Source: an optimization exercise on an open RTL-to-GDS flow (aim: small area, a short achievable clock period and few clock cycles). Production flows keep margins and buffers that such runs may drop. In this exercise RTL edits were held to simulation tests only and were not proved equivalent to the original. Power and IR drop assume default switching activity.

==> flow/design.v <==
package bsm_pkg;
  localparam int PIX_W  = 8;    
  localparam int POS_W  = 4;    
  localparam int SIZE_W = 5;    
  localparam int CS_W   = 10;   
  localparam int SUM_W  = 12;   
endpackage
module bsm_ram #(
  parameter int WIDTH = 8
) (
  input  logic             clk,
  input  logic             wr,
  input  logic [WIDTH-1:0] wdata,
  input  logic [3:0]       seg,
  output logic [WIDTH-1:0] tail,
  output logic [WIDTH-1:0] tail_next
);
  logic [WIDTH-1:0] head;
  logic [WIDTH-1:0] s1;
  logic [WIDTH-1:0] sg2 [2];
  logic [WIDTH-1:0] sg4 [4];
  logic [WIDTH-1:0] sg6 [6];
  logic [WIDTH-1:0] t0;
  logic [WIDTH-1:0] m1, m2, m3, m4;
  assign m1 = seg[0] ? s1     : head;
  assign m2 = seg[1] ? sg2[1] : m1;
  assign m3 = seg[2] ? sg4[3] : m2;
  assign m4 = seg[3] ? sg6[5] : m3;
  assign tail_next = t0;
  always_ff @(posedge clk) begin
    head   <= wr ? wdata : tail;
    s1     <= head;
    sg2[0] <= m1;
    sg2[1] <= sg2[0];
    sg4[0] <= m2;
    for (int i = 1; i < 4; i++) sg4[i] <= sg4[i-1];
    sg6[0] <= m3;
    for (int i = 1; i < 6; i++) sg6[i] <= sg6[i-1];
    t0     <= m4;
    tail   <= tail_next;
  end
endmodule
import bsm_pkg::*;
module bsm_div
(
  input  logic              clk,
  input  logic              rst,
  input  logic              adv,
  input  logic              sv,
  input  logic [SUM_W-1:0]  s,
  input  logic              n9,       
  input  logic              n6,
  input  logic              n4,
  output logic              dv,
  output logic [PIX_W-1:0]  q
);
  logic        xv, x9, y9;
  logic [13:0] xa, xb, xs;
  logic [11:0] x;
  logic [14:0] x7;
  logic [11:0] y;
  logic [17:0] m;
  assign xa = n4 ? {s[10:0], 3'd0} : {s, 2'd0};
  assign xb = (n6 ? 14'({s, 1'b0}) : 14'd0) | (n4 ? 14'(s) : 14'd0);
  assign xs = xa + xb;
  assign x7 = {x, 3'd0} - 15'(x);
  assign m  = {y, 6'd0} + 18'(y) + (y9 ? 18'd568 : 18'd682);
  assign q  = m[17:10];
  always_ff @(posedge clk) begin
    if (adv) begin
      x  <= xs[13:2];
      x9 <= n9;
      y  <= x7[13:2];
      y9 <= x9;
    end
    if (rst) begin
      xv <= 1'b0;
      dv <= 1'b0;
    end else if (adv) begin
      xv <= sv;
      dv <= xv;
    end
  end
endmodule
import bsm_pkg::*;
module bsm_dp
(
  input  logic              clk,
  input  logic              rst,
  input  logic              adv,
  input  logic              ev,
  input  logic              flush,
  input  logic              mask_b,
  input  logic              rows3,
  input  logic              c0,
  input  logic              c1,
  input  logic              cl,
  input  logic [PIX_W-1:0]  pix,
  input  logic [PIX_W-1:0]  up1,
  input  logic [PIX_W-1:0]  up1_next,
  input  logic [PIX_W-1:0]  up2_next,
  output logic              sv,       
  output logic [SUM_W-1:0]  s,
  output logic              s_n9,     
  output logic              s_n6,
  output logic              s_n4
);
  logic [PIX_W:0]    ab;
  logic [CS_W-1:0]   cs, w0, w1;
  logic [CS_W:0]     pair;
  logic              jv, jc1, jcl, jrows3, ep, hr3, r3, c3;
  assign r3 = jv ? jrows3 : hr3;
  assign c3 = jv && !jc1;
  assign cs = CS_W'(flush ? '0 : pix) + (mask_b ? CS_W'(up1) : CS_W'(ab));
  always_ff @(posedge clk) begin
    ab <= (PIX_W+1)'(up1_next) + (PIX_W+1)'(up2_next);
    if (adv) begin
      if (ev) begin
        w0 <= cs;
        w1 <= w0;
      end
      pair   <= (ev && c1) ? (CS_W+1)'(w0) : (CS_W+1)'(w0) + (CS_W+1)'(w1);
      jc1    <= c1;
      jcl    <= cl;
      jrows3 <= rows3;
      s       <= SUM_W'(ep ? '0 : w0) + SUM_W'(pair);
      if (jv) begin
        hr3 <= jrows3;
      end
      s_n9 <= r3 && c3;
      s_n6 <= r3 != c3;
      s_n4 <= !r3 && !c3;
    end
    if (rst) begin
      jv <= 1'b0;
      ep <= 1'b0;
      sv <= 1'b0;
    end else if (adv) begin
      jv <= ev && !c0;
      ep <= jv && jcl;
      sv <= jv || ep;
    end
  end
endmodule
import bsm_pkg::*;
module bsm_ctrl
(
  input  logic              clk,
  input  logic              rst,
  input  logic              cfg_write,
  input  logic [SIZE_W-1:0] image_size,
  input  logic              in_valid,
  output logic              in_stall,
  input  logic [PIX_W-1:0]  pixel,
  input  logic              adv,        
  input  logic              adv_next,   
  output logic [3:0]        side_m1,
  output logic [3:0]        seg,
  output logic [PIX_W-1:0]  pix_q,
  output logic              wr,         
  output logic              ev,         
  output logic              ev_fl,      
  output logic              flushing,   
  output logic              mask_b,     
  output logic              rows3,      
  output logic              c0,         
  output logic              c1,         
  output logic              cl          
);
  logic              pv;
  logic [3:0]        row, col, hd, fcol;
  logic              r1, rg1;    
  logic              s2;         
  logic              acc, pv_n, aligned, flush_ok, last_w, fl_done;
  logic [3:0]        row_n, col_n, hd_n, fcol_n;
  logic              flushing_n, ok_next;
  logic              row0, col0, col_last, row_last, hd_last, hd_wrap, rephase;
  assign row0     = (row == 4'd0);
  assign col0     = (col == 4'd0);
  assign col_last = (col == side_m1);
  assign row_last = (row == side_m1);
  assign hd_last  = (hd == side_m1);
  assign hd_wrap  = s2 ? (hd == 4'd2) : hd_last;
  assign rephase  = row0 && col0 && !flushing;
  assign aligned  = (hd == col) || rephase;
  assign flush_ok = !flushing || row0;
  assign wr       = pv && adv && aligned && flush_ok;
  assign ev_fl    = flushing && adv && (hd == fcol);
  assign ev       = (wr && !row0) || ev_fl;
  assign mask_b   = !flushing && r1;
  assign rows3    = !flushing && rg1;
  assign c0       = (hd == 4'd0);
  assign c1       = (hd == 4'd1);
  assign cl       = hd_last;
  assign last_w   = wr && row_last && col_last;
  assign fl_done  = ev_fl && hd_last;
  assign acc  = in_valid && !in_stall;
  assign pv_n = acc || (pv && !wr);
  always_comb begin
    row_n = row;
    col_n = col;
    if (wr) begin
      if (col_last) begin
        col_n = 4'd0;
        row_n = row_last ? 4'd0 : row + 4'd1;
      end else begin
        col_n = col + 4'd1;
      end
    end
    if (cfg_write) begin
      row_n = 4'd0;
      col_n = 4'd0;
    end
    if (wr && rephase) begin
      hd_n = 4'd1;
    end else begin
      hd_n = hd_wrap ? 4'd0 : hd + 4'd1;
    end
    flushing_n = flushing;
    fcol_n     = fcol;
    if (ev_fl) begin
      fcol_n = fcol + 4'd1;
    end
    if (fl_done) begin
      flushing_n = 1'b0;
    end
    if (last_w) begin
      flushing_n = 1'b1;
      fcol_n     = 4'd0;
    end
  end
  assign ok_next = acc && ((wr && !(s2 && col_last)) || (!pv && rephase));
  always_ff @(posedge clk) begin
    if (acc) begin
      pix_q <= pixel;
    end
    s2     <= (side_m1 == 4'd1);
    seg[3] <= (side_m1 >= 4'd8);
    seg[2:0] <= (side_m1 >= 4'd8) ? 3'(side_m1 - 4'd8) :
                (side_m1 == 4'd1) ? 3'd0 : 3'(side_m1 - 4'd2);
    if (rst) begin
      side_m1  <= 4'd15;
      pv       <= 1'b0;
      row      <= 4'd0;
      r1       <= 1'b0;
      rg1      <= 1'b0;
      col      <= 4'd0;
      hd       <= 4'd0;
      fcol     <= 4'd0;
      flushing <= 1'b0;
      in_stall <= 1'b0;
    end else begin
      if (cfg_write) begin
        if (image_size[4]) begin
          side_m1 <= 4'd15;
        end else if (image_size[3:1] == 3'd0) begin
          side_m1 <= 4'd1;
        end else begin
          side_m1 <= image_size[3:0] - 4'd1;
        end
      end
      pv       <= pv_n;
      row      <= row_n;
      r1       <= (row_n == 4'd1);
      rg1      <= (row_n > 4'd1);
      col      <= col_n;
      hd       <= hd_n;
      fcol     <= fcol_n;
      flushing <= flushing_n;
      in_stall <= pv_n && !(adv_next && ok_next);
    end
  end
endmodule
import bsm_pkg::*;
module box_smoothing_3x3_edge_mean
#(
  parameter int MAX_SIDE = 16
) (
  input  logic              clk,
  input  logic              rst,
  input  logic              cfg_write,
  input  logic [SIZE_W-1:0] image_size,
  input  logic              in_valid,
  output logic              in_stall,
  input  logic [PIX_W-1:0]  pixel,
  output logic              out_valid,
  input  logic              out_stall,
  output logic [PIX_W-1:0]  smoothed,
  output logic [POS_W-1:0]  out_row,
  output logic [POS_W-1:0]  out_col,
  output logic              last_of_run,
  output logic              frame_done
);
  logic             adv, adv_next, skid_v, skid_v_n;
  logic [PIX_W-1:0] skid_q;
  logic [3:0]       side_m1, seg;
  logic [PIX_W-1:0] pix_q, up1, up2, up1_next, up2_next;
  logic             wr, ev, ev_fl, flush, mask_b, rows3, c0, c1, cl;
  logic             sv, s_n9, s_n6, s_n4, dv;
  logic [SUM_W-1:0] s;
  logic [PIX_W-1:0] q;
  logic             out_free, inc, xfer;
  logic [3:0]       nrow, ncol;
  assign adv      = !skid_v;
  assign inc      = dv && adv;
  assign out_free = !out_valid || !out_stall;
  assign xfer     = out_valid && !out_stall;
  assign skid_v_n = skid_v ? !out_free : (inc && !out_free);
  assign adv_next = !skid_v_n;
  bsm_ctrl u_ctrl (
    .clk       (clk),
    .rst       (rst),
    .cfg_write (cfg_write),
    .image_size(image_size),
    .in_valid  (in_valid),
    .in_stall  (in_stall),
    .pixel     (pixel),
    .adv       (adv),
    .adv_next  (adv_next),
    .side_m1   (side_m1),
    .seg       (seg),
    .pix_q     (pix_q),
    .wr        (wr),
    .ev        (ev),
    .ev_fl     (ev_fl),
    .flushing  (flush),
    .mask_b    (mask_b),
    .rows3     (rows3),
    .c0        (c0),
    .c1        (c1),
    .cl        (cl)
  );
  bsm_ram #(.WIDTH(PIX_W)) u_up1 (
    .clk  (clk),
    .wr   (wr),
    .wdata(pix_q),
    .seg  (seg),
    .tail (up1),
    .tail_next(up1_next)
  );
  bsm_ram #(.WIDTH(PIX_W)) u_up2 (
    .clk  (clk),
    .wr   (wr),
    .wdata(up1),
    .seg  (seg),
    .tail (up2),
    .tail_next(up2_next)
  );
  bsm_dp u_dp (
    .clk    (clk),
    .rst    (rst),
    .adv    (adv),
    .ev     (ev),
    .flush  (flush),
    .mask_b (mask_b),
    .rows3  (rows3),
    .c0     (c0),
    .c1     (c1),
    .cl     (cl),
    .pix    (pix_q),
    .up1    (up1),
    .up1_next(up1_next),
    .up2_next(up2_next),
    .sv     (sv),
    .s      (s),
    .s_n9   (s_n9),
    .s_n6   (s_n6),
    .s_n4   (s_n4)
  );
  bsm_div u_div (
    .clk  (clk),
    .rst  (rst),
    .adv  (adv),
    .sv   (sv),
    .s    (s),
    .n9   (s_n9),
    .n6   (s_n6),
    .n4   (s_n4),
    .dv   (dv),
    .q    (q)
  );
  always_comb begin
    if (out_col == side_m1) begin
      ncol = 4'd0;
      nrow = (out_row == side_m1) ? 4'd0 : out_row + 4'd1;
    end else begin
      ncol = out_col + 4'd1;
      nrow = out_row;
    end
  end
  always_ff @(posedge clk) begin
    if (adv) begin
      skid_q <= q;
    end
    if (out_free) begin
      smoothed <= skid_v ? skid_q : q;
    end
    if (rst) begin
      skid_v      <= 1'b0;
      out_valid   <= 1'b0;
      out_row     <= 4'd0;
      out_col     <= 4'd0;
      last_of_run <= 1'b1;
      frame_done  <= 1'b0;
    end else begin
      skid_v <= skid_v_n;
      if (out_free) begin
        out_valid <= skid_v || inc;
      end
      if (cfg_write) begin
        out_row     <= 4'd0;
        out_col     <= 4'd0;
        last_of_run <= !(image_size <= SIZE_W'(2));
        frame_done  <= 1'b0;
      end else if (xfer) begin
        out_row     <= nrow;
        out_col     <= ncol;
        frame_done  <= (nrow == side_m1) && (ncol == side_m1);
        if (ncol == side_m1) begin
          last_of_run <= (nrow != side_m1 - 4'd1);
        end else if (ncol == side_m1 - 4'd1) begin
          last_of_run <= 1'b0;
        end else begin
          last_of_run <= (nrow != side_m1);
        end
      end
    end
  end
endmodule
==> flow/config.mk <==
export PLATFORM = sky130hd
export DESIGN_NAME = box_smoothing_3x3_edge_mean
export DESIGN_NICKNAME = box_smoothing_3x3_edge_mean
export VERILOG_FILES = /design/flow/design.v
export SDC_FILE = /design/flow/constraint.sdc
export NUM_CORES = 4
export LEC_CHECK = 0
export ABC_AREA = 1
export CAP_MARGIN = 0
export CORE_MARGIN = 2
export CORE_UTILIZATION = 65
export CTS_CLUSTER_DIAMETER = 100
export CTS_CLUSTER_SIZE = 24
export PLACE_DENSITY = 0.75
export SETUP_SLACK_MARGIN = 4.0
export SLEW_MARGIN = 0
==> flow/constraint.sdc <==
create_clock -name core_clock -period 6.5 [get_ports {clk}]
set_input_delay 1.3000 -clock core_clock [delete_from_list [all_inputs] [get_ports {clk}]]
set_output_delay 1.3000 -clock core_clock [all_outputs]
set_load 0.01 [all_outputs]
run.sh (not shown) runs the stock make flow with config.mk's settings and CLKGATE_MAP_FILE= SYNTH_SCRIPT=/design/flow/synth_recipe.tcl, a recipe that flattens the netlist after the stock synthesis.
The first run produced a clean layout.
Testbench counts at the start, summed over its fixed seeds: cycles 10,935.
Edit:
--- a/flow/design.v
+++ b/flow/design.v
@@ -53,26 +53,24 @@
   input  logic              n4,
   output logic              dv,
   output logic [PIX_W-1:0]  q
 );
   logic        xv, x9, y9;
-  logic [13:0] xa, xb, xs;
-  logic [11:0] x;
-  logic [14:0] x7;
-  logic [11:0] y;
-  logic [17:0] m;
+  logic [13:0] x, xa, xb;
+  logic [16:0] x7;
+  logic [13:0] y;
+  logic [19:0] m;
   assign xa = n4 ? {s[10:0], 3'd0} : {s, 2'd0};
   assign xb = (n6 ? 14'({s, 1'b0}) : 14'd0) | (n4 ? 14'(s) : 14'd0);
-  assign xs = xa + xb;
-  assign x7 = {x, 3'd0} - 15'(x);
-  assign m  = {y, 6'd0} + 18'(y) + (y9 ? 18'd568 : 18'd682);
-  assign q  = m[17:10];
+  assign x7 = {x, 3'd0} - 17'(x);
+  assign m  = {y, 6'd0} + 20'(y) + (y9 ? 20'd1088 : 20'd1280);
+  assign q  = m[18:11];
   always_ff @(posedge clk) begin
     if (adv) begin
-      x  <= xs[13:2];
+      x  <= xa + xb;
       x9 <= n9;
-      y  <= x7[13:2];
+      y  <= x7[16:3];
       y9 <= x9;
     end
     if (rst) begin
       xv <= 1'b0;
       dv <= 1'b0;
@@ -104,28 +102,32 @@
   output logic              s_n9,     
   output logic              s_n6,
   output logic              s_n4
 );
   logic [PIX_W:0]    ab;
-  logic [CS_W-1:0]   cs, w0, w1;
+  logic [CS_W-1:0]   cs, w0, w1, w2;
   logic [CS_W:0]     pair;
   logic              jv, jc1, jcl, jrows3, ep, hr3, r3, c3;
   assign r3 = jv ? jrows3 : hr3;
   assign c3 = jv && !jc1;
   assign cs = CS_W'(flush ? '0 : pix) + (mask_b ? CS_W'(up1) : CS_W'(ab));
   always_ff @(posedge clk) begin
     ab <= (PIX_W+1)'(up1_next) + (PIX_W+1)'(up2_next);
     if (adv) begin
       if (ev) begin
-        w0 <= cs;
-        w1 <= w0;
+        if (c0) begin
+          w2 <= cs;
+        end else begin
+          w0 <= cs;
+          w1 <= c1 ? w2 : w0;
+        end
       end
-      pair   <= (ev && c1) ? (CS_W+1)'(w0) : (CS_W+1)'(w0) + (CS_W+1)'(w1);
+      pair   <= c1 ? (CS_W+1)'(w2) : (CS_W+1)'(w0) + (CS_W+1)'(w1);
       jc1    <= c1;
       jcl    <= cl;
       jrows3 <= rows3;
-      s       <= SUM_W'(ep ? '0 : w0) + SUM_W'(pair);
+      s       <= SUM_W'(w0) + (ep ? SUM_W'(w1) : SUM_W'(pair));
       if (jv) begin
         hr3 <= jrows3;
       end
       s_n9 <= r3 && c3;
       s_n6 <= r3 != c3;
Final area rises by 4.7%.
Final cell count rises by 4.8%.
Clock skew falls by 0.0049 ns.
Setup slack barely changes.
Die area rises by 3.9%.
Sequential power stays flat.
First-iteration DRC count rises by 32%.
Wire length rises by 5.4%.
Synthesized area rises by 4.0%.
Sequential cell count rises by 14.
Utilization rises by 0.58 points.
Testbench counts after the change, summed over its fixed seeds: cycles 10,935.

==> re-timing with driven ports <==
The flow's constraints put no driver on any port. The routed layouts listed below were extracted and timed again, unchanged, in two steps. Step 1: set_driving_cell puts a clkbuf_16 on clk and a buf_2 on each other input, an assumption about the parent block. Step 2 also shifts input and output timing later by t, the mid clock arrival at the registers, as if the neighbouring blocks saw the same clock. a / b / c = no drivers / after step 1 / after step 2; a / b = the first two.
run | t, ns | setup slack, ns | cell pins on the clock port's net
the first run | 0.564 | 4.035 / 3.998 / 3.643 | 1
the second run | 0.566 | 4.035 / 3.986 / 3.514 | 1
After both steps setup and hold are still met in every run listed. For the second run, which loses most, drivers alone change the setup slack by -0.049 ns; drivers and shift together by -0.521 ns.
